This is an optimization exercise on Yosys and OpenROAD, whose aim is small area, not a production implementation. The RTL was checked by simulation tests, not by an equivalence proof against the original design. Power figures rest on the tool's default switching activity, not on a simulated workload.

**run.sh**
```bash
#!/bin/bash
# synth_recipe.tcl (not shown) runs the flow's synth.tcl, then flattens the netlist and writes it again
# the make line also repeats each setting of config.mk as NAME=value (left out here)
make -C /OpenROAD-flow-scripts/flow DESIGN_CONFIG=/design/flow/config.mk WORK_HOME=/design/flow/orfs CLKGATE_MAP_FILE= SYNTH_SCRIPT=/design/flow/synth_recipe.tcl finish
```
**config.mk**
```make
export PLATFORM = sky130hd
export DESIGN_NAME = sram_2rw_param
export DESIGN_NICKNAME = sram_2rw_param
export VERILOG_FILES = /design/flow/design.v
export SDC_FILE = /design/flow/constraint.sdc
export NUM_CORES = 4
export LEC_CHECK = 0
export CAP_MARGIN = 20
export CORE_MARGIN = 2
export CORE_UTILIZATION = 40
export SLEW_MARGIN = 20
export SYNTH_HIERARCHICAL = 1
```
**design.v**
```verilog
package sram_2rw_pkg;
  typedef enum logic {
    RW_READ_FIRST  = 1'b0,
    RW_WRITE_FIRST = 1'b1
  } rw_mode_e;
  localparam int MAX_WIDTH = 256;
  function automatic logic [MAX_WIDTH-1:0] merge_mask(
    input logic [MAX_WIDTH-1:0] old_word,
    input logic [MAX_WIDTH-1:0] data_word,
    input logic [MAX_WIDTH-1:0] mask_word
  );
    merge_mask = (old_word & ~mask_word) | (data_word & mask_word);
  endfunction
endpackage
module sram_2rw_rdpipe #(
  parameter int WIDTH   = 33,
  parameter int OUT_REG = 0
) (
  input  logic             clk,
  input  logic             rst,
  input  logic             rd_vld,
  input  logic [WIDTH-1:0] rd_nxt,
  output logic [WIDTH-1:0] o_s1,
  output logic [WIDTH-1:0] o,
  output logic             ov
);
  logic [WIDTH-1:0] s1_dat;
  logic             s1_vld;
  always_ff @(posedge clk or posedge rst) begin
    if (rst) begin
      s1_dat <= '0;
      s1_vld <= 1'b0;
    end else begin
      s1_vld <= rd_vld;
      s1_dat <= rd_nxt;
    end
  end
  assign o_s1 = s1_dat;
  if (OUT_REG != 0) begin : g_out_reg
    logic [WIDTH-1:0] s2_dat;
    logic             s2_vld;
    always_ff @(posedge clk or posedge rst) begin
      if (rst) begin
        s2_dat <= '0;
        s2_vld <= 1'b0;
      end else begin
        s2_vld <= s1_vld;
        if (s1_vld) begin
          s2_dat <= s1_dat;
        end
      end
    end
    assign o  = s2_dat;
    assign ov = s2_vld;
  end else begin : g_no_out_reg
    assign o  = s1_dat;
    assign ov = s1_vld;
  end
endmodule
module sram_2rw_param #(
  parameter int       WIDTH   = 33,
  parameter int       DEPTH   = 32,
  parameter int       ADDR_W  = $clog2(DEPTH),
  parameter int       OUT_REG = 0,
  parameter logic     RW_MODE = sram_2rw_pkg::RW_READ_FIRST
) (
  input  logic              CE,
  input  logic              RST,
  input  logic              CSB1,
  input  logic              WEB1,
  input  logic              OEB1,
  input  logic [ADDR_W-1:0] A1,
  input  logic [WIDTH-1:0]  I1,
  input  logic [WIDTH-1:0]  WM1,
  output logic [WIDTH-1:0]  O1,
  output logic              OV1,
  input  logic              CSB2,
  input  logic              WEB2,
  input  logic              OEB2,
  input  logic [ADDR_W-1:0] A2,
  input  logic [WIDTH-1:0]  I2,
  input  logic [WIDTH-1:0]  WM2,
  output logic [WIDTH-1:0]  O2,
  output logic              OV2,
  output logic              COLL,
  output logic              OOR
);
  logic in_rng1, in_rng2;
  if (DEPTH == (1 << ADDR_W)) begin : g_pow2
    assign in_rng1 = 1'b1;
    assign in_rng2 = 1'b1;
  end else begin : g_npow2
    localparam logic [ADDR_W:0] DEPTH_X = (ADDR_W + 1)'(DEPTH);
    assign in_rng1 = ({1'b0, A1} < DEPTH_X);
    assign in_rng2 = ({1'b0, A2} < DEPTH_X);
  end
  logic re1, re2, we1, we2, acc1, acc2, both_wr;
  assign re1  = ~CSB1 & ~OEB1;
  assign re2  = ~CSB2 & ~OEB2;
  assign we1  = ~RST & ~CSB1 & ~WEB1 & in_rng1;
  assign we2  = ~RST & ~CSB2 & ~WEB2 & in_rng2;
  assign acc1 = ~CSB1 & (~WEB1 | ~OEB1);
  assign acc2 = ~CSB2 & (~WEB2 | ~OEB2);
  assign both_wr = we1 & we2 & (A1 == A2);
  logic [WIDTH-1:0] ex, sx, ey, sy;
  assign ex = {WIDTH{we1}} & (WM1 | ({WIDTH{both_wr}} & WM2));
  assign sx = {WIDTH{we1}} & ((WM1 & I1) | ({WIDTH{both_wr}} & ~WM1 & WM2 & I2));
  assign ey = {WIDTH{we2 & ~both_wr}} & WM2;
  assign sy = ey & I2;
  logic [DEPTH-1:0] r1, r2, r1n, r2n;
  for (genvar r = 0; r < DEPTH; r++) begin : g_dec
    assign r1[r]  = (A1 == ADDR_W'(r));
    assign r2[r]  = (A2 == ADDR_W'(r));
    assign r1n[r] = (A1 != ADDR_W'(r));
    assign r2n[r] = (A2 != ADDR_W'(r));
  end
  logic [WIDTH-1:0] mem [DEPTH];
  for (genvar r = 0; r < DEPTH; r++) begin : g_row
    for (genvar b = 0; b < WIDTH; b++) begin : g_bit
      sram_2rw_bit u_bit (
        .clk (CE),
        .r1  (r1[r]),
        .r2  (r2[r]),
        .r1n (r1n[r]),
        .r2n (r2n[r]),
        .ex  (ex[b]),
        .ey  (ey[b]),
        .sxn (~sx[b]),
        .syn (~sy[b]),
        .q   (mem[r][b])
      );
    end
  end
  logic [DEPTH-1:0] rr1, rr2;
  for (genvar r = 0; r < DEPTH; r++) begin : g_rdec
    assign rr1[r] = re1 & (A1 == ADDR_W'(r));
    assign rr2[r] = re2 & (A2 == ADDR_W'(r));
  end
  logic [WIDTH-1:0] q1, q2, nxt1, nxt2;
  if (RW_MODE == sram_2rw_pkg::RW_WRITE_FIRST) begin : g_wf
    logic [WIDTH-1:0] old1, old2, w2o, w1o;
    for (genvar b = 0; b < WIDTH; b++) begin : g_rcol
      logic [DEPTH-1:0] c;
      for (genvar r = 0; r < DEPTH; r++) begin : g_c
        assign c[r] = mem[r][b];
      end
      sram_2rw_rdbit #(.N(DEPTH)) u_rd1 (.sel(rr1), .d(c), .o(old1[b]));
      sram_2rw_rdbit #(.N(DEPTH)) u_rd2 (.sel(rr2), .d(c), .o(old2[b]));
    end
    assign w2o  = both_wr ? ((old1 & ~WM2) | (I2 & WM2)) : old1;
    assign w1o  = (w2o & ~WM1) | (I1 & WM1);
    assign nxt1 = re1 ? (we1 ? w1o : old1) : q1;
    assign nxt2 = re2 ? (both_wr ? w1o : (we2 ? ((old2 & ~WM2) | (I2 & WM2)) : old2)) : q2;
  end else begin : g_rf
    for (genvar b = 0; b < WIDTH; b++) begin : g_rcol
      logic [DEPTH-1:0] c;
      for (genvar r = 0; r < DEPTH; r++) begin : g_c
        assign c[r] = mem[r][b];
      end
      sram_2rw_rdbit #(.N(DEPTH + 1)) u_rd1 (.sel({~re1, rr1}), .d({q1[b], c}), .o(nxt1[b]));
      sram_2rw_rdbit #(.N(DEPTH + 1)) u_rd2 (.sel({~re2, rr2}), .d({q2[b], c}), .o(nxt2[b]));
    end
  end
  always_ff @(posedge CE or posedge RST) begin
    if (RST) begin
      COLL <= 1'b0;
      OOR  <= 1'b0;
    end else begin
      if (both_wr && ((WM1 & WM2) != '0)) COLL <= 1'b1;
      if ((acc1 & ~in_rng1) | (acc2 & ~in_rng2)) OOR <= 1'b1;
    end
  end
  sram_2rw_rdpipe #(.WIDTH(WIDTH), .OUT_REG(OUT_REG)) u_rdpipe1 (
    .clk    (CE),
    .rst    (RST),
    .rd_vld (re1),
    .rd_nxt (nxt1),
    .o_s1   (q1),
    .o      (O1),
    .ov     (OV1)
  );
  sram_2rw_rdpipe #(.WIDTH(WIDTH), .OUT_REG(OUT_REG)) u_rdpipe2 (
    .clk    (CE),
    .rst    (RST),
    .rd_vld (re2),
    .rd_nxt (nxt2),
    .o_s1   (q2),
    .o      (O2),
    .ov     (OV2)
  );
endmodule
module sram_2rw_bit (
  input  logic clk,
  input  logic r1,
  input  logic r2,
  input  logic r1n,
  input  logic r2n,
  input  logic ex,
  input  logic ey,
  input  logic sxn,
  input  logic syn,
  output logic q
);
  logic keep, s;
  assign keep = ~((r1 & ex) | (r2 & ey));
  assign s    = ~((r1n | sxn) & (r2n | syn));
  always_ff @(posedge clk) begin
    q <= (q & keep) | s;
  end
endmodule
module sram_2rw_rdbit #(
  parameter int N = 32
) (
  input  logic [N-1:0] sel,
  input  logic [N-1:0] d,
  output logic         o
);
  localparam int G = (N + 2) / 3;
  logic [3*G-1:0] s, v;
  logic [G-1:0]   y;
  assign s = (3*G)'(sel);
  assign v = (3*G)'(d);
  for (genvar g = 0; g < G; g++) begin : g_grp
    sram_2rw_aoi222 u_aoi (
      .a0 (s[3*g]),   .b0 (v[3*g]),
      .a1 (s[3*g+1]), .b1 (v[3*g+1]),
      .a2 (s[3*g+2]), .b2 (v[3*g+2]),
      .y  (y[g])
    );
  end
  assign o = ~&y;
endmodule
module sram_2rw_aoi222 (
  input  logic a0,
  input  logic b0,
  input  logic a1,
  input  logic b1,
  input  logic a2,
  input  logic b2,
  output logic y
);
  assign y = ~((a0 & b0) | (a1 & b1) | (a2 & b2));
endmodule
```
**constraint.sdc**
```tcl
create_clock -name core_clock -period 5.0 [get_ports {CE}]
set_input_delay 1.0000 -clock core_clock [delete_from_list [all_inputs] [get_ports {CE}]]
set_output_delay 1.0000 -clock core_clock [all_outputs]
set_load 0.01 [all_outputs]
```
==> results_dict.tcl, run 1 <==
set metrics [dict create \
    wl_mm 377.0 \
    arrival_ns 4.99 \
    path_clk_slew_ns 0.07 \
    grt_start_max_net_pins 100 \
    vias 75310 \
    tightest_slew_ns 1.263 \
    hpwl_mm 227.3 \
    max_freq_mhz 235.4 \
    placementRows 139 \
    clk-insertion-delay-late_ns 0.82 \
    cp-end-kind "register" \
    cts_tree "yes" \
    rsz0062_at_grt "no" \
    wl_per_cell_um 43.65 \
    synth_top_area_frac 0.3664 \
    critPathLaunchType "primary input" \
    min_to "g_row[7].g_bit[6].u_bit.q$_DFF_P_" \
    core_area_um2 143500 \
    required_ns 5.75 \
    worstSetupPathType "in -> reg" \
    firstDrtPassIters 17 \
    power_density_nw_per_um2 333.3 \
    fp.dieH_um 383.8 \
    cellLeakagePower_uw 0.02996 \
    hold_viol 0 \
    yosys-top-cells-area "dfxtp_1 (37%), a22oi_1 (14%), a21o_1 (14%)" \
    synthesis.nets 6108 \
    cts_buffer_depth 3 \
    post_cts_buffers 0 \
    initial_utilization 0.4021 \
    regArea_um2 22870 \
    dr.first_iter.drc_count 18460 \
    slowest_stage "clkdlybuf4s50_1" \
    reg2regPathDepth 3 \
    slowest_delay_ns 0.84 \
    drc 0 \
    synth.distinct_cells 38 \
    grt_pass1_vias 69450 \
    ys_ff_latch 1125 \
    ys_seq_area_frac 0.3963 \
    vias_per_cell 8.720 \
    grt_pass1_wl_mm 521.5 \
    cap_viol_max_count 0 \
    numClockSinks 1125 \
    antenna_found_initial 34 \
    hold-path-cell-count 1 \
    ioPinCount 220 \
    worst_r2r_endpoint "u_rdpipe2.s1_dat[2]$_DFF_PP0_" \
    path_cells "clkdlybuf4s50_1, nor2b_1, nand2_2, nor2_4, buf_4, a222oi_1, nand4_1, or3_1" \
    fin_cells 8636 \
    hold_class "reg -> reg" \
    slew_headroom 0.1571 \
    synth_warnings 10 \
    cts_resized 0 \
    hold_start "g_row[7].g_bit[6].u_bit.q$_DFF_P_" \
    drive_gt1_frac 0.1267 \
    cts_root_buf "clkbuf_16" \
    overflow 0 \
    ff2ff_setup_slack_ns 2.72 \
    cts_inserted_buffers 136 \
    avgSynthCellArea_um2 9.684 \
    slew_viol_final 0 \
    grt_usage 0.4840 \
    syn_to_final_growth_pct 22.43 \
    io_buffer_count 218 \
    ant_nets 0 \
    multiInputGateArea_um2 34750 \
    yosysTopAreaCell "dfxtp_1" \
    status "complete, no violations" \
    vdd_ir_drop_max_v 0.0002295 \
    rr_startpoint "g_row[15].g_bit[2].u_bit.q$_DFF_P_" \
    die-area_um2 147300 \
    finClkSkew_ns 0.02901 \
    syn_area_um2 57700 \
    cts_hold_buf 0 \
    htreeDepth 4 \
    nNetsFinal 6754 \
    finalCritPeriodShare 0.8495 \
    fill_cells 13470 \
    crit_fanout 20 \
    gp_congestion 1.079 \
    layout_commonest_cell "a22oi_1" \
    chipWidth_um 383.8 \
    place_inst 8367 \
    fin_crit_ns 4.247 \
    setup_viol 0 \
    finalSetupTns_ns 0 \
    synthCells 5958 \
    final_cell_mix "a22oi_1 (1060), o22ai_1 (1056), a21o_1 (1056), dfxtp_1 (1056), a222oi_1 (726)" \
]
==> kinds of logic (layout without fill, tap and decap cells) <==
family | Yosys count | after routing | synth area share
other | 1 | 24 | 0.00006499
flip-flops | 1125 | 1125 | 0.3963
AO/OA/AOI/OAI | 3979 | 3979 | 0.5237
AND/OR/NAND/NOR | 662 | 662 | 0.06213
XOR/XNOR | 5 | 5 | 0.0007589
buffers and inverters | 186 | 938 | 0.01700
==> area by class of cell <==
class | count | share of cell area
Antenna cell | 23 | 0.0008148
Multi-Input combinational cell | 4647 | 0.4919
Sequential cell | 1125 | 0.3237
Clock buffer | 214 | 0.05953
Clock inverter | 30 | 0.004889
Timing Repair Buffer | 625 | 0.08176
Tap cell | 1903 | 0.03371
Inverter | 69 | 0.003720
==> sequential cells by signal, summed over array words and instances, names as in the netlist <==
register and count:
u_rdpipe1.s1_vld 1, u_rdpipe1.s1_dat 33, u_rdpipe2.s1_vld 1, u_rdpipe2.s1_dat 33, COLL 1, g_row.g_bit.u_bit.q 1056
==> power by group <==
group | switching [µW] | internal, µW
sequential | 875 | 9870
combinational | 1390 | 1000
clock | 4330 | 6070
==> metal layers <==
layer	track usage	part of all wire	up-vias	wire, µm
li1	-	-	28260	-
met1	0.5913	0.34	36220	127700
met2	0.6355	0.37	8533	140500
met3	0.2396	0.19	2253	70680
met4	0.3780	0.099	42	37430
met5	0.01982	0.0018	-	673
==> worst max path at each step <==
| stage | from | endpoint | slack [ns] | cells after the start |
|---|---|---|---|---|
| 2_1_floorplan | A2[1] | u_rdpipe2.s1_dat[0]$_DFF_PP0_ | 1.10 | 7 |
| 3_3_place_gp | A2[2] | u_rdpipe2.s1_dat[3]$_DFF_PP0_ | 0.36 | 8 |
| 3_5_place_dp | A2[2] | u_rdpipe2.s1_dat[3]$_DFF_PP0_ | 0.36 | 8 |
| 4_1_cts | A2[2] | u_rdpipe2.s1_dat[3]$_DFF_PP0_ | 1.19 | 8 |
| 5_1_grt | A2[2] | u_rdpipe2.s1_dat[11]$_DFF_PP0_ | 0.84 | 8 |
| 6_report | A2[2] | u_rdpipe2.s1_dat[11]$_DFF_PP0_ | 0.75 | 8 |
==> cells in the mapped netlist (all sizes together) <==
cell type  number
a22oi        1060
a21o         1056
dfxtp        1056
o22ai        1056
a222oi        726
nand4         135
nand2         133
nand3         100
buf            80
and2           70
nor2           70
dfrtp          69
inv            69
or3            68
o21ai          66
clkbuf         37
nand3b         33
nor4           33
a221oi          6
a22o            6
xnor2           5
and3b           4
nor2b           4
nor3            4
nor3b           4
and3            2
or2             2
a21oi           1
conb            1
o21ba           1
o32a            1
==> through the flow <==
step                total power (µW)  cell area (µm²)    util  worst slack (ns)  hold slack (ns)
floorplan                      11830            57700       -             1.102           0.4468
global placement               13020            65890  0.4592            0.3578           0.4526
detailed placement             13100            65980  0.4598            0.3608           0.4613
CTS                            23240            70530  0.4915             1.186           0.4766
global route                   23900            70600  0.4921            0.8445           0.4890
finish                         23550            70640  0.4923            0.7526           0.4754
==> per-module statistics from Yosys (local to each module, per instance), a selection <==
module	area, µm²	copies in the design	flops+latches	cells inside
sram_2rw_bit	41.29	1056	1	4
sram_2rw_aoi222	10.01	726	0	1
sram_2rw_param	3057	1	1	608
==> worst max-delay path: cells and delay by family <==
family          cells  cell delay [ns]
compound gates      1             0.17
buf+inv             2             1.26
simple gates        5             2.52
==> inputs of run 2 (changes only) <==
==> flow/run.sh (new file) <==
#!/bin/bash
# Standard ORFS layout with three changes: plain buf_2 port buffers, clock tree built
# without dummy loads and from small clock buffers. Each tool's output goes to
# orfs/logs (ORFS's own per-step logs) and the make output to standard.log.
set -euo pipefail
cat >> config.mk <<'EOC'
export BUFFER_PORTS_ARGS = -buffer_cell sky130_fd_sc_hd__buf_2
export CTS_ARGS = -sink_clustering_enable -repair_clock_nets -dont_use_dummy_load -buf_list "sky130_fd_sc_hd__clkbuf_4 sky130_fd_sc_hd__clkbuf_8"
EOC
bash standard.sh > standard.log 2>&1
==> standard.sh (new file) <==
#!/bin/bash
# synth_recipe.tcl (not shown) runs the flow's synth.tcl, then flattens the netlist and writes it again
# the make line also repeats each setting of config.mk as NAME=value (left out here)
make -C /OpenROAD-flow-scripts/flow DESIGN_CONFIG=/design/flow/config.mk WORK_HOME=/design/flow/orfs CLKGATE_MAP_FILE= SYNTH_SCRIPT=/design/flow/synth_recipe.tcl "${@:-finish}"
--- a/config.mk
+++ b/config.mk
@@ -10,3 +10,5 @@
 export CORE_UTILIZATION = 40
 export SLEW_MARGIN = 20
 export SYNTH_HIERARCHICAL = 1
+export BUFFER_PORTS_ARGS = -buffer_cell sky130_fd_sc_hd__buf_2
+export CTS_ARGS = -sink_clustering_enable -repair_clock_nets -dont_use_dummy_load -buf_list "sky130_fd_sc_hd__clkbuf_4 sky130_fd_sc_hd__clkbuf_8"
removed: run.sh
==> run 2 against run 1 <==
Effect of this change: register-to-register slack gained 0.08 ns; count of clock-buffer cells in the layout decreased by 18; core utilization down 2.5 points; synthesized cell count did not move; cell count decreased by 1.5%; critical path type unchanged.
==> results_dict.tcl, run 2 <==
set metrics [dict create \
    yosysMostFrequentCell "a22oi_1" \
    wl_mm 371.4 \
    core_area_um2 143500 \
    critPathLaunchType "primary input" \
    synth_edf_count 0 \
    slowest_delay_ns 0.84 \
    hold_viol 0 \
    syn_to_final_growth_pct 16.17 \
    path_clk_slew_ns 0.05 \
    power.share.switching 0.3011 \
    ant_nets 0 \
    worstSetupPathType "in -> reg" \
    ff2ff_setup_slack_ns 2.80 \
    crit_fanout 33 \
    switching_power_uw 6099 \
    ioPinCount 220 \
    vias_per_cell 8.737 \
    required_ns 5.84 \
    cts_buffer_depth 3 \
    cts_inserted_buffers 196 \
    comb_power_share 0.110 \
    max_freq_mhz 249.7 \
    chipWidth_um 383.8 \
    hpwl_mm 220.8 \
    rsz0062_at_grt "no" \
    pre_cts_ws_ns 0.7160 \
    setup_viol 0 \
    initial_utilization 0.4021 \
    grt_start_max_net_pins 56 \
    finalSetupTns_ns 0 \
    fp.dieH_um 383.8 \
    clk-insertion-delay-late_ns 0.99 \
    globalRoute.busiestLayer "met2" \
    grt_use_met1 0.5794 \
    internal_power_uw 14160 \
    firstDrtPassIters 13 \
    numClockSinks 1125 \
    layout_commonest_cell "a22oi_1" \
    slowest_stage "or3_4" \
    drive_gt1_frac 0.1506 \
    holdWs_ns 0.4663 \
    power_density_nw_per_um2 302.2 \
    yosysTopAreaCell "dfxtp_1" \
    finClkSkew_ns 0.08035 \
    synth_warnings 10 \
    nNetsFinal 6741 \
    cp-end-kind "register" \
    finalCritPeriodShare 0.8011 \
    async_flop_share 0.06133 \
    vias 74350 \
    synthCells 5958 \
    fin_crit_ns 4.006 \
    status "complete, no violations" \
    ys_ff_latch 1125 \
    grtUsageMet2 0.6376 \
    placementRows 139 \
    synth_commonest_cells "a22oi_1 (1060), a21o_1 (1056), dfxtp_1 (1056), o22ai_1 (1056), a222oi_1 (726)" \
    syn_area_um2 57700 \
    final_cell_mix "a22oi_1 (1060), o22ai_1 (1056), a21o_1 (1056), dfxtp_1 (1056), a222oi_1 (726)" \
    cellLeakagePower_uw 0.02886 \
    wl_per_cell_um 43.65 \
    synth.distinct_cells 38 \
    dr.first_iter.drc_count 18920 \
    overflow 0 \
    antenna_found_initial 39 \
    synthesis.nets 6108 \
    gp_congestion 1.037 \
    io_buffer_count 218 \
    slew_viol_final 0 \
    drc 0 \
    pwr-share-clk 0.361 \
    power_frac_seq 0.529 \
    path_cells "dlygate4sd3_1, buf_2, nor3_4, nand2_2, or3_4, o21ai_2, buf_4, a22oi_1, a21o_1" \
    fin_ws_ns 0.9944 \
    ys_seq_area_frac 0.3963 \
    largest_reg_flops 1056 \
    hold_class "in -> reg" \
    regMostFlops "g_row.g_bit.u_bit.q" \
    slew_headroom 0.1520 \
    synth_top_area_frac 0.3664 \
    top_regs "g_row.g_bit.u_bit.q: 1056 flops, u_rdpipe1.s1_dat: 33 flops, u_rdpipe2.s1_dat: 33 flops" \
    cap_viol_max_count 0 \
    grtUsageMet3 0.2330 \
    grt_pass1_vias 68800 \
    avgSynthCellArea_um2 9.684 \
    grt_pass1_wl_mm 515.2 \
    vdd_ir_drop_max_v 0.0002165 \
    tightest_slew_ns 1.269 \
    die-area_um2 147300 \
    arrival_ns 4.84 \
    cts_tree "yes" \
    synth-main-ff-cell "dfxtp_1" \
    cts_resized 0 \
    htreeDepth 4 \
    yosys-top-cells-area "dfxtp_1 (37%), a22oi_1 (14%), a21o_1 (14%)" \
    grt_usage 0.4775 \
    cts_root_buf "clkbuf_8" \
]
## run 2: area by class of cell
class / instances / area (µm²)
fillers: 13740 / 76450
multi-input cells: 4647 / 34750
flip-flops and latches: 1125 / 22870
repair buffers: 552 / 4031
clock buffers: 196 / 2698
well taps: 1903 / 2381
inverters: 69 / 264.0
diodes: 17 / 42.54
## run 2: repair_timing
action | CTS | global route
setup buffers | 0 | 0
hold buffers | 1 | 0
hold endpoints to repair | 1 | 0
## run 2: critical path, delay by kind of cell
kind | cells | cell delay [ns]
buffers and inverters | 3 | 1.24
and+or+nand+nor | 3 | 1.81
AOI/OAI and AO/OA | 3 | 0.69
## run 2: metrics by stage
| stage | utilization | cells | total power (µW) | area, µm² |
|---|---|---|---|---|
| after CTS | 0.4662 | 8488 | 19950 | 66890 |
| after global routing | 0.4670 | 8499 | 20620 | 67010 |
| final | 0.4672 | 8509 | 20260 | 67030 |
| after global placement | 0.4469 | 8289 | 12850 | 64120 |
| after floorplan | - | 5958 | 11830 | 57700 |
| after detailed placement | 0.4473 | 8291 | 12930 | 64180 |
## run 2: power groups by stage
stage / clock [µW] / sequential (µW) / combinational [µW]
floorplan: 0 / 10600 / 1260
finish: 7310 / 10700 / 2220
CTS: 7200 / 10700 / 2100
global route: 7570 / 10800 / 2280
global placement: 0 / 10800 / 2050
detailed placement: 0 / 10800 / 2090
## run 2: logic make-up (layout without fill, tap and decap cells)
family | count (synthesis) | in the layout | synth area share
buffers and inverters | 186 | 817 | 0.01700
xor gates and xnor gates | 5 | 5 | 0.0007589
DFF | 1125 | 1125 | 0.3963
and+or+nand+nor | 662 | 662 | 0.06213
AOI/OAI and AO/OA | 3979 | 3979 | 0.5237
other | 1 | 18 | 0.00006499
## run 2: per-layer routing
metal	vias to the layer above	share of wire	wire (µm)
met5	-	0.00079	295
met4	36	0.099	36810
met3	2252	0.18	66180
met2	8148	0.38	141300
met1	35810	0.34	126800
li1	28100	-	-
## run 2: Yosys stat by module, one instance, submodules excluded, excerpt
module | flip-flops and latches | cells
sram_2rw_aoi222 | 0 | 1
sram_2rw_bit | 1 | 4
sram_2rw_param | 1 | 608
## run 2: worst paths after layout
kind                                                startpoint                                   to  cells after the start
min reg2reg                 g_row[19].g_bit[4].u_bit.q$_DFF_P_   g_row[19].g_bit[4].u_bit.q$_DFF_P_                      1
max reg2reg                g_row[12].g_bit[31].u_bit.q$_DFF_P_       u_rdpipe1.s1_dat[31]$_DFF_PP0_                      3
max                                                        RST  g_row[27].g_bit[11].u_bit.q$_DFF_P_                      9
min in group asynchronous                                  RST                     COLL$_DFFE_PP0P_                      3
min                                                    WM1[28]                     COLL$_DFFE_PP0P_                      4
max in group asynchronous                                  RST       u_rdpipe2.s1_dat[12]$_DFF_PP0_                      3
==> inputs of run 3 (changes only) <==
--- a/design.v
+++ b/design.v
@@ -102,11 +102,13 @@
   assign acc1 = ~CSB1 & (~WEB1 | ~OEB1);
   assign acc2 = ~CSB2 & (~WEB2 | ~OEB2);
   assign both_wr = we1 & we2 & (A1 == A2);
+  logic             we2o;
   logic [WIDTH-1:0] ex, sx, ey, sy;
-  assign ex = {WIDTH{we1}} & (WM1 | ({WIDTH{both_wr}} & WM2));
-  assign sx = {WIDTH{we1}} & ((WM1 & I1) | ({WIDTH{both_wr}} & ~WM1 & WM2 & I2));
-  assign ey = {WIDTH{we2 & ~both_wr}} & WM2;
-  assign sy = ey & I2;
+  assign we2o = we2 & ~both_wr;
+  assign ex = ({WIDTH{we1}} & WM1) | ({WIDTH{both_wr}} & WM2);
+  assign sx = ({WIDTH{we1}} & WM1 & I1) | ({WIDTH{both_wr}} & ~WM1 & WM2 & I2);
+  assign ey = {WIDTH{we2o}} & WM2;
+  assign sy = {WIDTH{we2o}} & WM2 & I2;
   logic [DEPTH-1:0] r1, r2, r1n, r2n;
   for (genvar r = 0; r < DEPTH; r++) begin : g_dec
     assign r1[r]  = (A1 == ADDR_W'(r));
==> flow/run.sh (replaced) <==
#!/bin/bash
# Standard ORFS layout with two changes: plain buf_1 port buffers, and a clock tree
# built without dummy loads from clkbuf_4 leaf clusters of at most 8 sinks within 40 um.
# ORFS writes each step's full tool output to orfs/logs; the make output goes to standard.log.
set -euo pipefail
cat >> config.mk <<'EOC'
export BUFFER_PORTS_ARGS = -buffer_cell sky130_fd_sc_hd__buf_1
export CTS_ARGS = -sink_clustering_enable -repair_clock_nets -dont_use_dummy_load -buf_list sky130_fd_sc_hd__clkbuf_4 -sink_clustering_size 8 -sink_clustering_max_diameter 40
EOC
bash standard.sh > standard.log 2>&1
==> config.mk (replaced) <==
export PLATFORM = sky130hd
export DESIGN_NAME = sram_2rw_param
export DESIGN_NICKNAME = sram_2rw_param
export VERILOG_FILES = /design/flow/design.v
export SDC_FILE = /design/flow/constraint.sdc
export NUM_CORES = 4
export LEC_CHECK = 0
export CAP_MARGIN = 20
export CELL_PAD_IN_SITES_DETAIL_PLACEMENT = 1
export CELL_PAD_IN_SITES_GLOBAL_PLACEMENT = 1
export CORE_MARGIN = 2
export CORE_UTILIZATION = 40
export SLEW_MARGIN = 20
export SYNTH_HIERARCHICAL = 1
export BUFFER_PORTS_ARGS = -buffer_cell sky130_fd_sc_hd__buf_1
export CTS_ARGS = -sink_clustering_enable -repair_clock_nets -dont_use_dummy_load -buf_list sky130_fd_sc_hd__clkbuf_4 -sink_clustering_size 8 -sink_clustering_max_diameter 40
==> run 3 against run 2 <==
Effect of this change: die area fell by 0.61%; core utilization shrank 0.54 points; combinational power fell by 5%; clock power shrank 24%; synthesized area decreased by 0.62%; synthesized cell count shrank 1.8%; highest routed layer unchanged; critical path type unchanged; register-to-register slack worse by 0.36 ns; first-iteration DRC count down 19%; design area down 2.2%.
==> results_dict.tcl, run 3 <==
set metrics [dict create \
    status "complete, no violations" \
    ys_seq_area_frac 0.3988 \
    final_cell_mix "a22oi_1 (1060), o22ai_1 (1056), a21o_1 (1056), dfxtp_1 (1056), a222oi_1 (726)" \
    wl_mm 378.8 \
    synth_warnings 10 \
    crit_fanout 33 \
    cellLeakagePower_uw 0.02791 \
    cts_root_buf "clkbuf_4" \
    firstDrtPassIters 14 \
    yosysMostFrequentCell "a22oi_1" \
    fin_crit_ns 3.414 \
    layout_commonest_cell "a22oi_1" \
    final_area_um2 65540 \
    grt_pass1_vias 70970 \
    finalCritPeriodShare 0.6828 \
    vias_per_cell 8.625 \
    path_clk_slew_ns 0.05 \
    synth-main-ff-cell "dfxtp_1" \
    hold_start "WM1[15]" \
    worst_r2r_endpoint "u_rdpipe2.s1_dat[14]$_DFF_PP0_" \
    wl_per_cell_um 44.83 \
    io_buffer_count 218 \
    regMostFlops "g_row.g_bit.u_bit.q" \
    synthesis.nets 6000 \
    arrival_ns 4.55 \
    yosys-top-cells-area "dfxtp_1 (37%), a22oi_1 (14%), a21o_1 (14%)" \
    hpwl_mm 231.7 \
    worstSetupPathType "in -> reg" \
    rsz0062_at_grt "no" \
    synth_edf_count 0 \
    placementRows 138 \
    setup_viol 0 \
    htreeDepth 4 \
    fill_cells 16200 \
    vias 72890 \
    max_freq_mhz 292.9 \
    slew_viol_final 0 \
    slew_headroom 0.1432 \
    yosysTopAreaCell "dfxtp_1" \
    syn_to_final_growth_pct 14.30 \
    hold_class "in -> reg" \
    finClkSkew_ns 0.1208 \
    postPlaceCellArea_um2 63790 \
    post_cts_buffers 0 \
    tightest_slew_ns 1.285 \
    avgSynthCellArea_um2 9.802 \
    cp-end-kind "register" \
    core_area_um2 141900 \
    hold-path-cell-count 4 \
    nNetsFinal 6702 \
    finalSetupTns_ns 0 \
    vdd_ir_drop_max_v 0.0001764 \
    largest_reg_flops 1056 \
    ff2ff_setup_slack_ns 2.44 \
    power_density_nw_per_um2 281.5 \
    synth.distinct_cells 37 \
    chipWidth_um 382.6 \
    syn_area_um2 57340 \
    async_flop_share 0.06133 \
    initial_utilization 0.4040 \
    drc 0 \
    antenna_found_initial 11 \
    grt_usage 0.4926 \
    cts_buffer_depth 3 \
    cts_inserted_buffers 209 \
    synth_commonest_cells "a22oi_1 (1060), a21o_1 (1056), dfxtp_1 (1056), o22ai_1 (1056), a222oi_1 (726)" \
    grt_start_max_net_pins 67 \
    required_ns 6.14 \
    gp_congestion 1.007 \
    cts_tree "yes" \
    cap_viol_max_count 0 \
    hold_viol 0 \
    ys_ff_latch 1125 \
    numClockSinks 1125 \
    die-area_um2 146400 \
    dr.first_iter.drc_count 15320 \
    synth_top_area_frac 0.3687 \
    overflow 0 \
    top_regs "g_row.g_bit.u_bit.q: 1056 flops, u_rdpipe1.s1_dat: 33 flops, u_rdpipe2.s1_dat: 33 flops" \
    critPathLaunchType "primary input" \
    ioPinCount 220 \
    fp.dieH_um 382.6 \
    ant_nets 0 \
    min_to "COLL$_DFFE_PP0P_" \
    clk-insertion-delay-late_ns 1.32 \
    reg2regPathDepth 3 \
    drive_gt1_frac 0.1153 \
    grt_pass1_wl_mm 530.5 \
    rr_startpoint "g_row[21].g_bit[14].u_bit.q$_DFF_P_" \
    synthCells 5850 \
]
==> run 3: changes by cell type in the layout (fill, tap and decap cells not counted), sizes merged, moves of 34 or more <==
cell	before	now
o21ai	66	0
buf	551	598
nand3	100	134
nand2	133	99
==> run 3: timing repair <==
item,4_1_cts,5_1_grt
hold buffers,1,0
hold endpoints to repair,1,0
resized for setup,0,0
==> run 3: final cells by class <==
cell class,count,area [µm²],area share
flip-flops and latches,1125,22870,0.3489
inverters,69,259.0,0.003952
repair buffers,599,4304,0.06567
multi-input cells,4548,34150,0.5210
clock buffers,209,1569,0.02394
well taps,1890,2365,0.03608
diodes,11,27.53,0.0004200
==> run 3: routing by layer <==
metal  up-vias  part of all wire  track usage
li1      27970                 -            -
met1     36580              0.36       0.6173
met2      6506              0.41       0.7144
met3      1812              0.13       0.1397
met4        12             0.088       0.3710
met5         -           0.00020    0.0006614
==> run 3: cell families (layout without fill, tap and decap cells) <==
logic type	count (synthesis)	in the layout	synth area share
simple gates	563	563	0.05169
xor+xnor	5	5	0.0007638
buf+inv	177	877	0.01735
flops	1125	1125	0.3988
compound gates	3979	3979	0.5313
other cells	1	12	0.00006540
==> run 3: worst max path at each step <==
stage	to	cells past startpoint	slack, ns	from
5_1_grt	g_row[10].g_bit[23].u_bit.q$_DFF_P_	9	1.76	RST
4_1_cts	O2[29]	1	1.89	u_rdpipe2.s1_dat[29]$_DFF_PP0_
3_3_place_gp	u_rdpipe1.s1_dat[19]$_DFF_PP0_	7	0.78	CSB1
2_1_floorplan	u_rdpipe2.s1_dat[0]$_DFF_PP0_	7	1.16	CSB2
6_report	u_rdpipe1.s1_dat[20]$_DFF_PP0_	6	1.59	CSB1
3_5_place_dp	u_rdpipe1.s1_dat[7]$_DFF_PP0_	8	0.72	CSB1
==> run 3: report_power, final <==
group / total (µW) / internal [µW] / leakage [µW] / switching [µW]
logic: 2120 / 819 / 0.0174 / 1300
clock network: 5540 / 1890 / 0.000962 / 3650
registers: 10800 / 9860 / 0.00957 / 929
total: 18400 / 12600 / 0.0279 / 5880
==> run 3: worst max-delay path, cell delays in order <==
cell and delay (ns):
buf_1 0.42, or2_4 0.81, nor2_4 0.37, a222oi_1 1.07, nand4_1 0.38, or3_1 0.45
==> run 3: through the flow <==
step                hold WS, ns  cells  utilization  total power (µW)  worst slack (ns)
finish                   0.3680   8451       0.4618             18450             1.586
global route             0.4137   8447       0.4617             18930             1.761
CTS                      0.3100   8435       0.4606             18270             1.894
detailed placement       0.4652   8225       0.4495             12950            0.7166
global placement         0.4547   8222       0.4489             12880            0.7777
floorplan                0.4467   5850            -             11820             1.158
==> run 3: per-module statistics from Yosys, one instance, submodules excluded, excerpt <==
module	cells inside	copies in the design	cell area, µm²	flops+latches
sram_2rw_param	500	1	2699	1
sram_2rw_bit	4	1056	41.29	1
sram_2rw_aoi222	1	726	10.01	0
==> inputs of run 4 (changes only) <==
--- a/design.v
+++ b/design.v
@@ -146,8 +146,8 @@
       for (genvar r = 0; r < DEPTH; r++) begin : g_c
         assign c[r] = mem[r][b];
       end
-      sram_2rw_rdbit #(.N(DEPTH)) u_rd1 (.sel(rr1), .d(c), .o(old1[b]));
-      sram_2rw_rdbit #(.N(DEPTH)) u_rd2 (.sel(rr2), .d(c), .o(old2[b]));
+      sram_2rw_rdbit #(.N(DEPTH)) u_rd1 (.sel(r1), .d(c), .o(old1[b]));
+      sram_2rw_rdbit #(.N(DEPTH)) u_rd2 (.sel(r2), .d(c), .o(old2[b]));
     end
     assign w2o  = both_wr ? ((old1 & ~WM2) | (I2 & WM2)) : old1;
     assign w1o  = (w2o & ~WM1) | (I1 & WM1);
==> flow/run.sh (replaced) <==
#!/bin/bash
# Standard ORFS layout with these changes: plain buf_1 port buffers; a clock tree built
# without dummy loads from clkbuf_4 leaf clusters of at most 8 sinks within 40 um; and a
# PRE_RESIZE hook (flow/presize.tcl) that sizes the high-fanout array select drivers before
# repair_design. ORFS writes each step's full tool output to orfs/logs; the make output
# goes to standard.log.
set -euo pipefail
cat >> config.mk <<EOC
export BUFFER_PORTS_ARGS = -buffer_cell sky130_fd_sc_hd__buf_1
export CTS_ARGS = -sink_clustering_enable -repair_clock_nets -dont_use_dummy_load -buf_list sky130_fd_sc_hd__clkbuf_4 -sink_clustering_size 8 -sink_clustering_max_diameter 40
export PRE_RESIZE_TCL = $PWD/flow/presize.tcl
EOC
bash standard.sh > standard.log 2>&1
==> flow/presize.tcl (new file) <==
# PRE_RESIZE hook: before ORFS's repair_design, drop the buffers synthesis and placement left,
# buffer every port again, and give every driver of a net with 30 or more loads (the row and
# column select lines of the array) its x2 drive strength, so that repair_design starts from
# drivers sized for those loads instead of buffering each line.
# Repair may not use the largest buffers (buf_12, buf_16); it uses more smaller ones instead.
# remove_buffers takes the port buffers out as well, so the ports are buffered again after it.
set_dont_use {sky130_fd_sc_hd__buf_12 sky130_fd_sc_hd__buf_16}
remove_buffers
buffer_ports -buffer_cell sky130_fd_sc_hd__buf_1

set n 0
foreach net [get_nets *] {
  set fo [llength [get_pins -quiet -of_objects $net -filter "direction==input"]]
  if {$fo < 30} continue
  set drv [get_pins -quiet -of_objects $net -filter "direction==output"]
  if {[llength $drv] != 1} continue
  set inst [get_cells -of_objects $drv]
  set ref [get_property $inst ref_name]
  if {![regexp {^(sky130_fd_sc_hd__\w+)_1$} $ref -> base]} continue
  if {[regexp {__(df|edf|sdf|dl)} $base]} continue
  set new [get_lib_cells -quiet */${base}_2]
  if {[llength $new] == 0} continue
  replace_cell $inst $new
  incr n
}
puts "presize: upsized $n high-fanout drivers"
--- a/config.mk
+++ b/config.mk
@@ -14,3 +14,4 @@
 export SYNTH_HIERARCHICAL = 1
 export BUFFER_PORTS_ARGS = -buffer_cell sky130_fd_sc_hd__buf_1
 export CTS_ARGS = -sink_clustering_enable -repair_clock_nets -dont_use_dummy_load -buf_list sky130_fd_sc_hd__clkbuf_4 -sink_clustering_size 8 -sink_clustering_max_diameter 40
+export PRE_RESIZE_TCL = /design/flow/flow/presize.tcl
==> run 4 against run 3 <==
Effect of this change: design area down 2.5%; core utilization down 1.2 points; clock skew down 0.025 ns; global-route usage down 0.46 points; count of clock-buffer cells in the layout up 5; critical path depth up 2; fmax down 19%; via count down 2.1%; combinational power down 2%; sequential cell count unchanged; synthesized area unchanged; setup slack worse by 0.78 ns; still clean on timing, DRC and antenna; critical path type unchanged.
==> results_dict.tcl, run 4 <==
set metrics [dict create \
    status "complete, no violations" \
    cellLeakagePower_uw 0.02704 \
    cts_tree "yes" \
    yosysMostFrequentCell "a22oi_1" \
    synth_commonest_cells "a22oi_1 (1060), a21o_1 (1056), dfxtp_1 (1056), o22ai_1 (1056), a222oi_1 (726)" \
    postPlaceCellArea_um2 61990 \
    tightest_slew_ns 1.288 \
    synth_top_area_frac 0.3687 \
    ys_seq_area_frac 0.3988 \
    synth-main-ff-cell "dfxtp_1" \
    nNetsFinal 6397 \
    syn_to_final_growth_pct 11.43 \
    slew_headroom 0.1396 \
    largest_reg_flops 1056 \
    pre_cts_ws_ns -0.1347 \
    ys_ff_latch 1125 \
    synth_warnings 10 \
    final_area_um2 63890 \
    grt_pass1_wl_mm 525.4 \
    initial_utilization 0.4040 \
    holdWs_ns 0.3671 \
    arrival_ns 5.44 \
    path_clk_slew_ns 0.07 \
    crit_fanout 35 \
    core_area_um2 141900 \
    dr.first_iter.drc_count 14140 \
    wl_mm 374.3 \
    required_ns 6.24 \
    finClkSkew_ns 0.09549 \
    vias 71380 \
    setup_viol 0 \
    clk-insertion-delay-late_ns 1.30 \
    slew_viol_final 0 \
    hpwl_mm 225.3 \
    layout_commonest_cell "a22oi_1" \
    grt_usage 0.4880 \
    overflow 0 \
    synthAdderAreaFrac 0 \
    io_buffer_count 218 \
    die-area_um2 146400 \
    final_cell_mix "a22oi_1 (1060), o22ai_1 (1056), a21o_1 (1056), dfxtp_1 (1056), a222oi_1 (726)" \
    fin_cells 8153 \
    wl_per_cell_um 45.91 \
    fin_crit_ns 4.194 \
    synth_edf_count 0 \
    firstDrtPassIters 11 \
    critPathLaunchType "primary input" \
    hold_class "in -> reg" \
    max_freq_mhz 238.4 \
    postLayoutCoreUtil 0.4502 \
    synth_top_family_by_area "compound AO/OA/AOI/OAI gates" \
    async_flop_share 0.06133 \
    cts_resized 0 \
    avgSynthCellArea_um2 9.802 \
    fp.dieH_um 382.6 \
    chipWidth_um 382.6 \
    critPathTopFamily "simple AND/OR/NAND/NOR gates" \
    synth-compound-area-share 0.5313 \
    grt_pass1_vias 69600 \
    finalCritPeriodShare 0.8389 \
    vdd_ir_drop_max_v 0.0001998 \
    rsz0062_at_grt "no" \
    power_density_nw_per_um2 289.3 \
    cp-end-kind "register" \
    yosys-top-cells-area "dfxtp_1 (37%), a22oi_1 (14%), a21o_1 (14%)" \
    cap_viol_max_count 0 \
    worst-path-buf-inv 1 \
    post_cts_buffers 0 \
    synth.distinct_cells 37 \
    htreeDepth 4 \
    regMostFlops "g_row.g_bit.u_bit.q" \
    cts_root_buf "clkbuf_4" \
    slowest_delay_ns 1.11 \
    drive_gt1_frac 0.1010 \
    numClockSinks 1125 \
    slowest_stage "nor2_4" \
    cts_buffer_depth 3 \
    synth-xor-area-share 0.0007637 \
    path_cells "buf_1, nand2_1, nor2_1, nand2_2, nor2_4, a222oi_1, nand4_1, or3_1" \
    top_regs "g_row.g_bit.u_bit.q: 1056 flops, u_rdpipe1.s1_dat: 33 flops, u_rdpipe2.s1_dat: 33 flops" \
    synthesis.nets 6000 \
    drc 0 \
    hold_viol 0 \
    syn_area_um2 57340 \
    synthCells 5850 \
    grt_start_max_net_pins 36 \
    ioPinCount 220 \
    ant_nets 0 \
    place_inst 7912 \
    placementRows 138 \
    fin_ws_ns 0.8057 \
    synth.area.mux_share 0 \
    gp_congestion 1.007 \
    vias_per_cell 8.755 \
    synthSimpleGateAreaFrac 0.05169 \
    yosysTopAreaCell "dfxtp_1" \
    cts_inserted_buffers 214 \
    cts_hold_buf 1 \
    antenna_found_initial 10 \
    worstSetupPathType "in -> reg" \
]
-- run 4: worst min-delay path, cell delays in order --
cell and delay (ns):
buf_1 0.15, a22oi_1 0.14, nand4_1 0.10, o32a_1 0.15
-- run 4: per-module statistics from Yosys, one instance, submodules excluded, excerpt --
module	copies in the design	flops+latches
sram_2rw_param	1	1
sram_2rw_bit	1056	1
sram_2rw_aoi222	726	0
-- run 4: where the power goes --
part	total, µW	internal (µW)	switching [µW]
Clock	5610	1930	3680
Sequential	10800	9860	935
Combinational	2080	773	1300
Total	18500	12600	5920
-- run 4: area by class of cell --
cell class	count	area, µm²
inverter	69	291.5
multi-input combinational	4548	34790
timing repair buffer	289	1931
sequential	1125	22870
fill	16050	78040
antenna	18	45.04
clock buffer	214	1607
tap	1890	2365
-- run 4: logic make-up (layout without fill, tap and decap cells) --
logic type      after synthesis  after routing
compound gates             3979           3979
flops                      1125           1125
simple gates                563            563
buf+inv                     177            572
xor+xnor                      5              5
other cells                   1             19
-- run 4: through the flow --
stage / setup TNS (ns) / total power [µW]
after floorplan: 0 / 11820
after global placement: 0 / 12880
after detailed placement: -4.218 / 12910
after CTS: 0 / 18300
after global routing: 0 / 18970
final: 0 / 18480
-- run 4: metal layers --
| metal | up-vias | share of wire | track usage |
|---|---|---|---|
| met4 | 12 | 0.086 | 0.3636 |
| met2 | 6154 | 0.42 | 0.7106 |
| met1 | 36120 | 0.36 | 0.6051 |
| met3 | 1686 | 0.13 | 0.1470 |
| li1 | 27410 | - | - |
| met5 | - | 0.00029 | 0.002315 |
-- run 4: worst paths after layout --
path                                                    start                           endpoint  slack [ns]  depth (start not counted)
max reg2reg                g_row[6].g_bit[23].u_bit.q$_DFF_P_     u_rdpipe2.s1_dat[23]$_DFF_PP0_        2.85                          3
min reg2reg                 g_row[4].g_bit[7].u_bit.q$_DFF_P_  g_row[4].g_bit[7].u_bit.q$_DFF_P_        0.48                          1
max in group asynchronous                                 RST     u_rdpipe1.s1_dat[25]$_DFF_PP0_        3.42                          3
max                                                     A1[1]     u_rdpipe1.s1_dat[10]$_DFF_PP0_        0.81                          8
min                                                   WM1[15]                   COLL$_DFFE_PP0P_        0.37                          4
min in group asynchronous                                 RST                   COLL$_DFFE_PP0P_        0.48                          3
==> inputs of run 5 (changes only) <==
--- a/config.mk
+++ b/config.mk
@@ -10,6 +10,7 @@
 export CELL_PAD_IN_SITES_GLOBAL_PLACEMENT = 1
 export CORE_MARGIN = 2
 export CORE_UTILIZATION = 40
+export PLACE_DENSITY = 0.65
 export SLEW_MARGIN = 20
 export SYNTH_HIERARCHICAL = 1
 export BUFFER_PORTS_ARGS = -buffer_cell sky130_fd_sc_hd__buf_1
==> run 5 against run 4 <==
Effect of this change: largest power group unchanged; sequential power is essentially flat; power fell by 0.71%; still clean; critical path depth fell by 1; first-iteration DRC count decreased by 5.2%; non-clock buffer count decreased by 16; hold slack worse by 0.077 ns.
==> results_dict.tcl, run 5 <==
set metrics [dict create \
    p_total_uw 18350 \
    fin_crit_ns 4.214 \
    slew_viol_final 0 \
    internal_power_uw 12550 \
    drc 0 \
    synth_edf_count 0 \
    io_buffer_count 218 \
    cts_tree "yes" \
    vias 70420 \
    critPathTopFamily "simple AND/OR/NAND/NOR gates" \
    rsz0062_at_grt "no" \
    ys_ff_latch 1125 \
    post_cts_buffers 0 \
    regArea_um2 22870 \
    vdd_ir_drop_max_v 0.0001831 \
    yosysTopAreaCell "dfxtp_1" \
    crit_start "A1[1]" \
    firstDrtPassIters 13 \
    power_density_nw_per_um2 288.7 \
    synth_warnings 10 \
    ioPinCount 220 \
    status "complete, no violations" \
    fill_cells 16080 \
    chipWidth_um 382.6 \
    placementRows 138 \
    finClkSkew_ns 0.1040 \
    regMostFlops "g_row.g_bit.u_bit.q" \
    cap_viol_max_count 0 \
    crit_fanout 35 \
    hold_viol 0 \
    dr.first_iter.drc_count 13400 \
    hold_start "WM1[26]" \
    cts_root_buf "clkbuf_4" \
    grt_usage 0.4582 \
    finalSetupTns_ns 0 \
    core_area_um2 141900 \
    setup_viol 0 \
    largest_reg_flops 1056 \
    ys_seq_area_frac 0.3988 \
    hold_class "in -> reg" \
    path_cells "buf_1, nor3b_1, nand2_2, nor2_4, a222oi_1, nand4_1, or3_1" \
    pwr-share-clk 0.302 \
    finalCritPeriodShare 0.8428 \
    grt_pass1_wl_mm 499.8 \
    antenna_found_initial 16 \
    syn_area_um2 57340 \
    vias_per_cell 8.658 \
    nNetsFinal 6380 \
    htreeDepth 4 \
    holdWs_ns 0.2900 \
    overflow 0 \
    worst-path-buf-inv 1 \
    gp_congestion 1.035 \
    synthCells 5850 \
    async_flop_share 0.06133 \
    required_ns 6.27 \
    initial_utilization 0.4040 \
    arrival_ns 5.48 \
    cellLeakagePower_uw 0.02679 \
    top_regs "g_row.g_bit.u_bit.q: 1056 flops, u_rdpipe1.s1_dat: 33 flops, u_rdpipe2.s1_dat: 33 flops" \
    wl_mm 352.4 \
    hpwl_mm 221.5 \
    cts_buffer_depth 3 \
    cts_inserted_buffers 213 \
    rr_startpoint "g_row[3].g_bit[26].u_bit.q$_DFF_P_" \
    syn_to_final_growth_pct 10.83 \
    worstSetupPathType "in -> reg" \
    path_clk_slew_ns 0.08 \
    synth.distinct_cells 37 \
    slowest_delay_ns 1.17 \
    yosys-top-cells-area "dfxtp_1 (37%), a22oi_1 (14%), a21o_1 (14%)" \
    layout_commonest_cell "a22oi_1" \
    tightest_slew_ns 1.329 \
    multiInputGateArea_um2 34660 \
    numClockSinks 1125 \
    power.share.switching 0.3159 \
    drive_gt1_frac 0.09827 \
    wl_per_cell_um 43.33 \
    max_freq_mhz 237.3 \
    fp.dieH_um 382.6 \
    avgSynthCellArea_um2 9.802 \
    switching_power_uw 5796 \
    grt_pass1_vias 69210 \
    final_cell_mix "a22oi_1 (1060), o22ai_1 (1056), a21o_1 (1056), dfxtp_1 (1056), a222oi_1 (726)" \
    comb_power_share 0.110 \
    synth_commonest_cells "a22oi_1 (1060), a21o_1 (1056), dfxtp_1 (1056), o22ai_1 (1056), a222oi_1 (726)" \
    slew_headroom 0.1125 \
    slowest_stage "nor2_4" \
    grt_start_max_net_pins 37 \
    synth_top_area_frac 0.3687 \
    postLayoutCoreUtil 0.4478 \
    clk-insertion-delay-late_ns 1.36 \
    yosysMostFrequentCell "a22oi_1" \
    power_frac_seq 0.588 \
    synthesis.nets 6000 \
    synth-main-ff-cell "dfxtp_1" \
    ant_nets 0 \
    cp-end-kind "register" \
    die-area_um2 146400 \
    critPathLaunchType "primary input" \
]
run 5: changes by cell type in the layout (fill, tap and decap cells not counted), moves of 4 or more:
cell | before | now
nand3_2 | 22 | 26
buf_8 | 58 | 38
nand3_4 | 12 | 8
nand2_2 | 27 | 37
nand2_4 | 37 | 27
run 5: worst paths after layout:
| kind | end | cells past startpoint | slack (ns) |
|---|---|---|---|
| worst max-delay path | u_rdpipe1.s1_dat[11]$_DFF_PP0_ | 7 | 0.79 |
| min in group asynchronous | COLL$_DFFE_PP0P_ | 3 | 0.55 |
| worst min register to register | g_row[28].g_bit[12].u_bit.q$_DFF_P_ | 1 | 0.48 |
| max in group asynchronous | u_rdpipe1.s1_dat[27]$_DFF_PP0_ | 3 | 3.34 |
| worst max register to register | u_rdpipe1.s1_dat[26]$_DFF_PP0_ | 3 | 2.84 |
| worst min-delay path | COLL$_DFFE_PP0P_ | 4 | 0.29 |
run 5: cell families after synthesis:
kind of cell | synth area share
AO/OA/AOI/OAI | 0.5313
flip-flops | 0.3988
AND/OR/NAND/NOR | 0.05169
buffers and inverters | 0.01735
XOR/XNOR | 0.0007638
other | 0.00006540
run 5: modules after synthesis, one instance, submodules excluded, a selection:
module | cells | flip-flops and latches | cell area, µm² | times used
sram_2rw_aoi222 | 1 | 0 | 10.01 | 726
sram_2rw_bit | 4 | 1 | 41.29 | 1056
sram_2rw_param | 500 | 1 | 2699 | 1
run 5: final cells by class:
cell class | instances | share of cell area
antenna | 16 | 0.0006300
tap | 1890 | 0.03721
clock buffer | 213 | 0.02516
multi-input combinational | 4548 | 0.5454
timing repair buffer | 273 | 0.02723
inverter | 69 | 0.004528
sequential | 1125 | 0.3598
run 5: worst register-to-register path: stages, from the launching register on:
cell and delay [ns]:
dfxtp_1 0.35, a222oi_1 0.73, nand4_1 0.48, or3_1 0.49
run 5: layer usage:
| layer | GRT usage | part of all wire | up-vias | routed length (µm) |
|---|---|---|---|---|
| met5 | 0 | 0.00036 | - | 128 |
| met4 | 0.3320 | 0.081 | 12 | 28720 |
| met3 | 0.1223 | 0.13 | 1478 | 44600 |
| met2 | 0.6727 | 0.42 | 5985 | 148900 |
| met1 | 0.5773 | 0.37 | 35650 | 130100 |
| li1 | - | - | 27300 | - |
run 5: through the flow:
stage,cells,setup WS (ns),area (µm²)
after detailed placement,7891,-0.1124,61530
after floorplan,5850,1.158,57340
final,8134,0.7860,63550
after CTS,8105,1.029,63140
after global routing,8124,0.8362,63530
after global placement,8202,0.6882,63390
run 5: timing repair:
item	in CTS	in global routing
gates resized for setup	0	0
endpoints found under the setup margin	0	0
hold endpoints to repair	1	0
hold buffers	1	0
run 5: power groups by stage:
stage               registers [µW]  clock network, µW  logic (µW)
floorplan                    10600                  0        1250
global placement             10900                  0        1920
detailed placement           10900                  0        1940
CTS                          10700               5540        1940
global route                 10800               5920        2100
finish                       10800               5540        2020
==> inputs of run 6 (changes only) <==
--- a/config.mk
+++ b/config.mk
@@ -10,7 +10,7 @@
 export CELL_PAD_IN_SITES_GLOBAL_PLACEMENT = 1
 export CORE_MARGIN = 2
 export CORE_UTILIZATION = 40
-export PLACE_DENSITY = 0.65
+export PLACE_DENSITY = 0.7
 export SLEW_MARGIN = 20
 export SYNTH_HIERARCHICAL = 1
 export BUFFER_PORTS_ARGS = -buffer_cell sky130_fd_sc_hd__buf_1
==> run 6 against run 5 <==
Effect of this change: count of clock-buffer cells in the layout shrank 5; sequential cell count is the same; register-to-register slack lost 0.05 ns; global-route usage shrank 0.36 points; cell count shrank 0.14%; synthesized cell count is the same; synthesized area is the same; critical endpoint is now g_row[12].g_bit[25].u_bit.q$_DFF_P_.
==> results_dict.tcl, run 6 <==
set metrics [dict create \
    cts_inserted_buffers 208 \
    wl_per_cell_um 43.18 \
    hpwl_mm 222.0 \
    path_clk_slew_ns 0.08 \
    io_buffer_count 218 \
    dr.first_iter.drc_count 14980 \
    cts_buffer_depth 3 \
    power_density_nw_per_um2 289.3 \
    slew_viol_final 0 \
    cp-endpoint "g_row[12].g_bit[25].u_bit.q$_DFF_P_" \
    cts_tree "yes" \
    yosysMostFrequentCell "a22oi_1" \
    hold_class "in -> reg" \
    ant_nets 0 \
    yosys-top-cells-area "dfxtp_1 (37%), a22oi_1 (14%), a21o_1 (14%)" \
    vdd_ir_drop_max_v 0.0002131 \
    vias_per_cell 8.759 \
    ioPinCount 220 \
    slew_headroom 0.1482 \
    clk-insertion-delay-late_ns 1.32 \
    fin_crit_ns 4.478 \
    critPathLaunchType "primary input" \
    cellLeakagePower_uw 0.02669 \
    synth.distinct_cells 37 \
    core_area_um2 141900 \
    cp_num_cells 11 \
    ys_ff_latch 1125 \
    setup_viol 0 \
    hold_viol 0 \
    gp_congestion 1.023 \
    wl_mm 350.7 \
    status "complete, no violations" \
    htreeDepth 4 \
    final_cell_mix "a22oi_1 (1060), o22ai_1 (1056), a21o_1 (1056), dfxtp_1 (1056), a222oi_1 (726)" \
    async_flop_share 0.06133 \
    synth_top_area_frac 0.3687 \
    initial_utilization 0.4040 \
    finalCritPeriodShare 0.8957 \
    grt_pass1_wl_mm 499.0 \
    numClockSinks 1125 \
    worstSetupPathType "in -> reg" \
    grt_start_max_net_pins 36 \
    critPathTopFamily "buffers and inverters" \
    cts_resized 0 \
    syn_area_um2 57340 \
    required_ns 6.14 \
    syn_to_final_growth_pct 10.54 \
    ff2ff_setup_slack_ns 2.79 \
    tightest_slew_ns 1.276 \
    antenna_found_initial 14 \
    chipWidth_um 382.6 \
    cts_root_buf "clkbuf_4" \
    grt_usage 0.4546 \
    slowest_stage "a22o_2" \
    finClkSkew_ns 0.09389 \
    synth_commonest_cells "a22oi_1 (1060), a21o_1 (1056), dfxtp_1 (1056), o22ai_1 (1056), a222oi_1 (726)" \
    nNetsFinal 6367 \
    reg2regPathDepth 3 \
    rsz0062_at_grt "no" \
    top_regs "g_row.g_bit.u_bit.q: 1056 flops, u_rdpipe1.s1_dat: 33 flops, u_rdpipe2.s1_dat: 33 flops" \
    synthesis.nets 6000 \
    overflow 0 \
    die-area_um2 146400 \
    vias 71150 \
    path_cells "dlygate4sd3_1, buf_1, nor3_4, buf_6, buf_8, buf_6, and4_4, and3_2, a22o_2, a22oi_1, a21o_1" \
    synth_warnings 10 \
    firstDrtPassIters 12 \
    cap_viol_max_count 0 \
    slowest_delay_ns 1.03 \
    largest_reg_flops 1056 \
    drc 0 \
    drive_gt1_frac 0.09638 \
    synthCells 5850 \
    grt_pass1_vias 69910 \
    layout_commonest_cell "a22oi_1" \
    ys_seq_area_frac 0.3988 \
    yosysTopAreaCell "dfxtp_1" \
    crit_start "RST" \
    max_freq_mhz 223.3 \
    regMostFlops "g_row.g_bit.u_bit.q" \
    synth_edf_count 0 \
    crit_fanout 34 \
    placementRows 138 \
    finalSetupTns_ns 0 \
    worst-path-buf-inv 5 \
    worst_r2r_endpoint "u_rdpipe1.s1_dat[26]$_DFF_PP0_" \
    avgSynthCellArea_um2 9.802 \
    holdWs_ns 0.09587 \
    rr_startpoint "g_row[0].g_bit[26].u_bit.q$_DFF_P_" \
    synth-main-ff-cell "dfxtp_1" \
    cp_common_cell "buf_6" \
    fp.dieH_um 382.6 \
    cp-end-kind "register" \
    arrival_ns 5.62 \
]
run 6: cell counts after synthesis:
No cell type changed its count.
run 6: stage by stage:
step	cell area, µm²	utilization	instances	setup WS (ns)	total power, µW
2_1_floorplan	57340	-	5850	1.158	11820
3_3_place_gp	63240	0.4456	8190	0.5365	12850
3_5_place_dp	61550	0.4336	7889	0.006307	12900
4_1_cts	63120	0.4447	8098	0.7664	18170
5_1_grt	63360	0.4464	8113	0.5417	18830
6_report	63380	0.4466	8123	0.5216	18340
run 6: how the worst min path moves through the flow:
| stage | startpoint | endpoint | slack, ns | cells after the start |
|---|---|---|---|---|
| 2_1_floorplan | g_row[0].g_bit[0].u_bit.q$_DFF_P_ | g_row[0].g_bit[0].u_bit.q$_DFF_P_ | 0.45 | 1 |
| 3_3_place_gp | g_row[21].g_bit[0].u_bit.q$_DFF_P_ | g_row[21].g_bit[0].u_bit.q$_DFF_P_ | 0.45 | 1 |
| 3_5_place_dp | g_row[6].g_bit[2].u_bit.q$_DFF_P_ | g_row[6].g_bit[2].u_bit.q$_DFF_P_ | 0.46 | 1 |
| 4_1_cts | OEB1 | u_rdpipe1.s1_vld$_DFF_PP0_ | 0.05 | 3 |
| 5_1_grt | OEB1 | u_rdpipe1.s1_vld$_DFF_PP0_ | 0.05 | 3 |
| 6_report | OEB1 | u_rdpipe1.s1_vld$_DFF_PP0_ | 0.1 | 3 |
run 6: area by class of cell:
class | instances | area (µm²)
diodes | 18 | 45.04
clock buffers | 208 | 1562
fillers | 16070 | 78550
inverters | 69 | 287.8
multi-input cells | 4548 | 34700
flip-flops and latches | 1125 | 22870
well taps | 1890 | 2365
repair buffers | 265 | 1554
run 6: worst reg2reg max path, delay by kind of cell (launching register included):
family | cells | cell delay, ns
AND/OR/NAND/NOR | 2 | 0.85
flip-flops | 1 | 0.37
AO/OA/AOI/OAI | 1 | 0.79
run 6: what timing repair did:
item | 4_1_cts | 5_1_grt
hold buffers | 1 | 0
endpoints found under the hold margin | 1 | 0
buffers inserted | 0 | 0
run 6: kinds of logic (layout without fill, tap and decap cells):
kind of cell | after synthesis | after routing | share of synthesized area
AND/OR/NAND/NOR | 563 | 563 | 0.05169
buffers and inverters | 177 | 542 | 0.01735
other | 1 | 19 | 0.00006540
XOR/XNOR | 5 | 5 | 0.0007638
flip-flops | 1125 | 1125 | 0.3988
AO/OA/AOI/OAI | 3979 | 3979 | 0.5313
run 6: power by group:
part / internal (µW) / switching, µW / total, µW
Clock: 1880 / 3590 / 5470
Sequential: 9860 / 966 / 10800
Combinational: 770 / 1270 / 2040
Total: 12500 / 5830 / 18300
run 6: per-module statistics from Yosys (local to each module, per instance), excerpt:
module | copies in the design | area (µm²)
sram_2rw_aoi222 | 726 | 10.01
sram_2rw_param | 1 | 2699
sram_2rw_bit | 1056 | 41.29
run 6: per-layer routing:
metal / share of wire / global-route usage / up-vias
met4: 0.086 / 0.3459 / 7
met2: 0.42 / 0.6671 / 6330
met3: 0.13 / 0.1225 / 1654
li1: - / - / 27310
met5: 0.00031 / 0.003638 / -
met1: 0.36 / 0.5656 / 35850

==> port drivers added, routing unchanged <==
No port has a modelled driver above. Below, the same layouts with a new extraction and two added sets of constraints.
Step 1 assumes that a clkbuf_16 drives the clock port and a buf_2 every other input.
Step 2 also shifts input and output timing later by t, the mid clock arrival at the registers, as if the neighbouring blocks saw the same clock.
Slacks: ideal ports / drivers / drivers and shift; pairs: ideal ports / drivers.
| run | shift t [ns] | setup slack, ns | latest minus earliest clock arrival (ns) |
|---|---|---|---|
| run 1 | 0.890 | 0.753 / 0.807 / -0.083 | 0.034 / 0.034 |
| run 2 | 1.036 | 0.994 / 1.058 / 0.022 | 0.088 / 0.089 |
| run 3 | 1.339 | 1.586 / 1.639 / 0.300 | 0.132 / 0.132 |
| run 4 | 1.343 | 0.806 / 0.860 / -0.483 | 0.128 / 0.128 |
| run 5 | 1.375 | 0.786 / 0.842 / -0.533 | 0.148 / 0.148 |
| run 6 | 1.361 | 0.522 / 0.591 / -0.770 | 0.123 / 0.123 |
Met with ideal ports but missed after step 2: setup timing in run 1, run 4, run 5 and run 6. For run 5, which loses most, drivers alone change the setup slack by +0.056 ns; drivers and shift together by -1.319 ns.
